Source: an optimization exercise on an open RTL-to-GDS flow (aim: small area, a short achievable clock period and few clock cycles). Production flows keep margins and buffers that such runs may drop. Function was checked by simulation only, so behaviour that the tests miss may differ from the original. Power is estimated from default activity; no workload was simulated.

## roc_top
module roc_top #(
  parameter int unsigned LineCount = 16,
  parameter int unsigned NrRegions = 2,
  parameter int unsigned Depth     = 6
) (
  input  wire logic                              clk_i,
  input  wire logic                              rst_n_i,
  input  wire logic                              enable_i,
  input  wire logic [NrRegions*64-1:0]           regions_i,
  input  wire logic [31:0]                       req_i,
  input  wire logic                              req_valid_i,
  output logic                                   req_ready_o,
  output logic [32:0]                            rsp_o,
  output logic                                   rsp_valid_o,
  input  wire logic                              rsp_ready_i,
  output logic [31:0]                            mem_addr_o,
  output logic                                   mem_req_valid_o,
  input  wire logic                              mem_req_ready_i,
  input  wire logic [32:0]                       mem_rsp_i,
  input  wire logic                              mem_rsp_valid_i,
  input  wire logic                              flush_valid_i,
  output logic                                   flush_ready_o
);
export LEC_CHECK = 0
export CAP_MARGIN = 20
export CORE_MARGIN = 2
export CORE_UTILIZATION = 50
export PLACE_DENSITY = 0.65
export SETUP_SLACK_MARGIN = 2.7
export SLEW_MARGIN = 20
create_clock -name core_clock -period 5.0 [get_ports {clk_i}]
run.sh (not shown) runs the stock make flow with config.mk's settings and CLKGATE_MAP_FILE= SYNTH_SCRIPT=/design/flow/synth_recipe.tcl, a recipe that flattens the netlist after the stock synthesis.
Testbench counts at the start, summed over its fixed seeds: cycles 18,054.
==> next run, changes <==
--- a/flow/config.mk
+++ b/flow/config.mk
@@ -12 +12 @@
-export SETUP_SLACK_MARGIN = 2.7
+export SETUP_SLACK_MARGIN = 2.5
The changed run ran to the end with no violations.
Hold slack stays flat.
Setup slack is better by 0.0047 ns.
Combinational power decreases by about a fifth.
Register-to-register slack hardly moves.
Sequential share of layout area climbs by 3.4 points.
==> next run, changes <==
--- a/flow/config.mk
+++ b/flow/config.mk
@@ -10,2 +10,2 @@
-export CORE_UTILIZATION = 50
-export PLACE_DENSITY = 0.65
+export CORE_UTILIZATION = 40
+export PLACE_DENSITY = 0.6
Effect: The changed run finished clean; global-route usage went down by 5.6 points; die area is higher by 25%; core utilization decreases by 11 points; clock power is about the same; total power climbs by 1.1%; synthesized area is unchanged; routed wire length climbs by 6.5%.
==> next run, changes <==
--- a/flow/config.mk
+++ b/flow/config.mk
@@ -10,2 +10,3 @@
-export CORE_UTILIZATION = 40
-export PLACE_DENSITY = 0.6
+export CORE_UTILIZATION = 65
+export CTS_BUF_LIST = sky130_fd_sc_hd__clkbuf_8
+export PLACE_DENSITY = 0.75
Effect: The new run went through all stages and came out clean. Die area goes down by 38%. Final area fell by 2.2%. Synthesized area is unchanged. Synthesized cell count does not change. Register-to-register slack improved by 0.07 ns. Setup slack gets better by 0.044 ns. Critical path depth falls by 8.

========
Setup of job 101:
Another version of the RTL of roc_top (not shown whole).
Size: ~1400 flip-flops, roughly 270 I/O pins, about 60000 um^2 of cells after synthesis.
Design roc_top, start of the top module:
module roc_top #(
  parameter int unsigned LineCount = 16,
  parameter int unsigned NrRegions = 2,
  parameter int unsigned Depth     = 6
) (
  input  wire logic                              clk_i,
  input  wire logic                              rst_n_i,
  input  wire logic                              enable_i,
  input  wire logic [NrRegions*64-1:0]           regions_i,
  input  wire logic [31:0]                       req_i,
  input  wire logic                              req_valid_i,
  output logic                                   req_ready_o,
  output logic [32:0]                            rsp_o,
  output logic                                   rsp_valid_o,
  input  wire logic                              rsp_ready_i,
  output logic [31:0]                            mem_addr_o,
  output logic                                   mem_req_valid_o,
  input  wire logic                              mem_req_ready_i,
  input  wire logic [32:0]                       mem_rsp_i,
  input  wire logic                              mem_rsp_valid_i,
  input  wire logic                              flush_valid_i,
  output logic                                   flush_ready_o
);
clock: 5.0 ns
lec_check: 0
cap_margin: 20
core_margin: 2
core_utilization: 65
cts_buf_list: sky130_fd_sc_hd__clkbuf_8
place_density: 0.75
setup_slack_margin: 2.5
slew_margin: 20
Job 101 | status: complete | timing, DRC, antenna: pass
Testbench counts of job 101, summed over its fixed seeds: cycles 18,413.
Modified inputs, job 102 compared to job 101
Settings: changing PLACE_DENSITY from 0.75 to 0.6; changing CORE_UTILIZATION from 65 to 40; removing CTS_BUF_LIST (formerly sky130_fd_sc_hd__clkbuf_8).
Findings:
Compared with job 101, job 102 shows a lower clock buffer instance count of the final layout. Number of nets in the layout ended up 1.8% lower on job 102 than on job 101. Job 101 vs job 102, slowest cell on the critical path: edfxtp_1 vs nor4_2. Diff job 101 -> job 102: core area moved up, number of remaining DRC errors level. Time the final worst path needs with I/O delays and setup delta (job 102 − job 101): unfavourable.

==> separate check: timing with driven ports <==
How much do the figures lean on ideal ports? The routed layouts below were timed once more, with nothing changed but the port constraints. Step 1, drivers: a clkbuf_16 drives clk_i and a buf_2 each remaining input, both assumed. Step 2 times the ports against the registers' clock, not the clock port: input delays grow and output delays shrink by t, the midpoint of the rising clock arrivals with the driver on. a / b / c = no drivers / after step 1 / after step 2; a / b = the first two.
run | t, ns | setup slack, ns | worst slew at a driven data input, ns
the first run of note 1 | 0.841 | 2.398 / 2.398 / 1.618 | 0.15
the second run of note 1 | 0.839 | 2.403 / 2.403 / 1.702 | 0.15
the third run of note 1 | 0.885 | 2.270 / 2.270 / 1.529 | 0.11
the fourth run of note 1 | 1.013 | 2.314 / 2.245 / 1.482 | 0.10
job 101 | 0.979 | 2.166 / 2.166 / 1.456 | 0.10
job 102 | 0.883 | 2.089 / 2.089 / 1.732 | 0.11
After both steps every run listed still meets setup and hold. The setup slack of the fourth run of note 1, which loses most, moves by -0.069 ns with the drivers and by -0.832 ns with both steps.
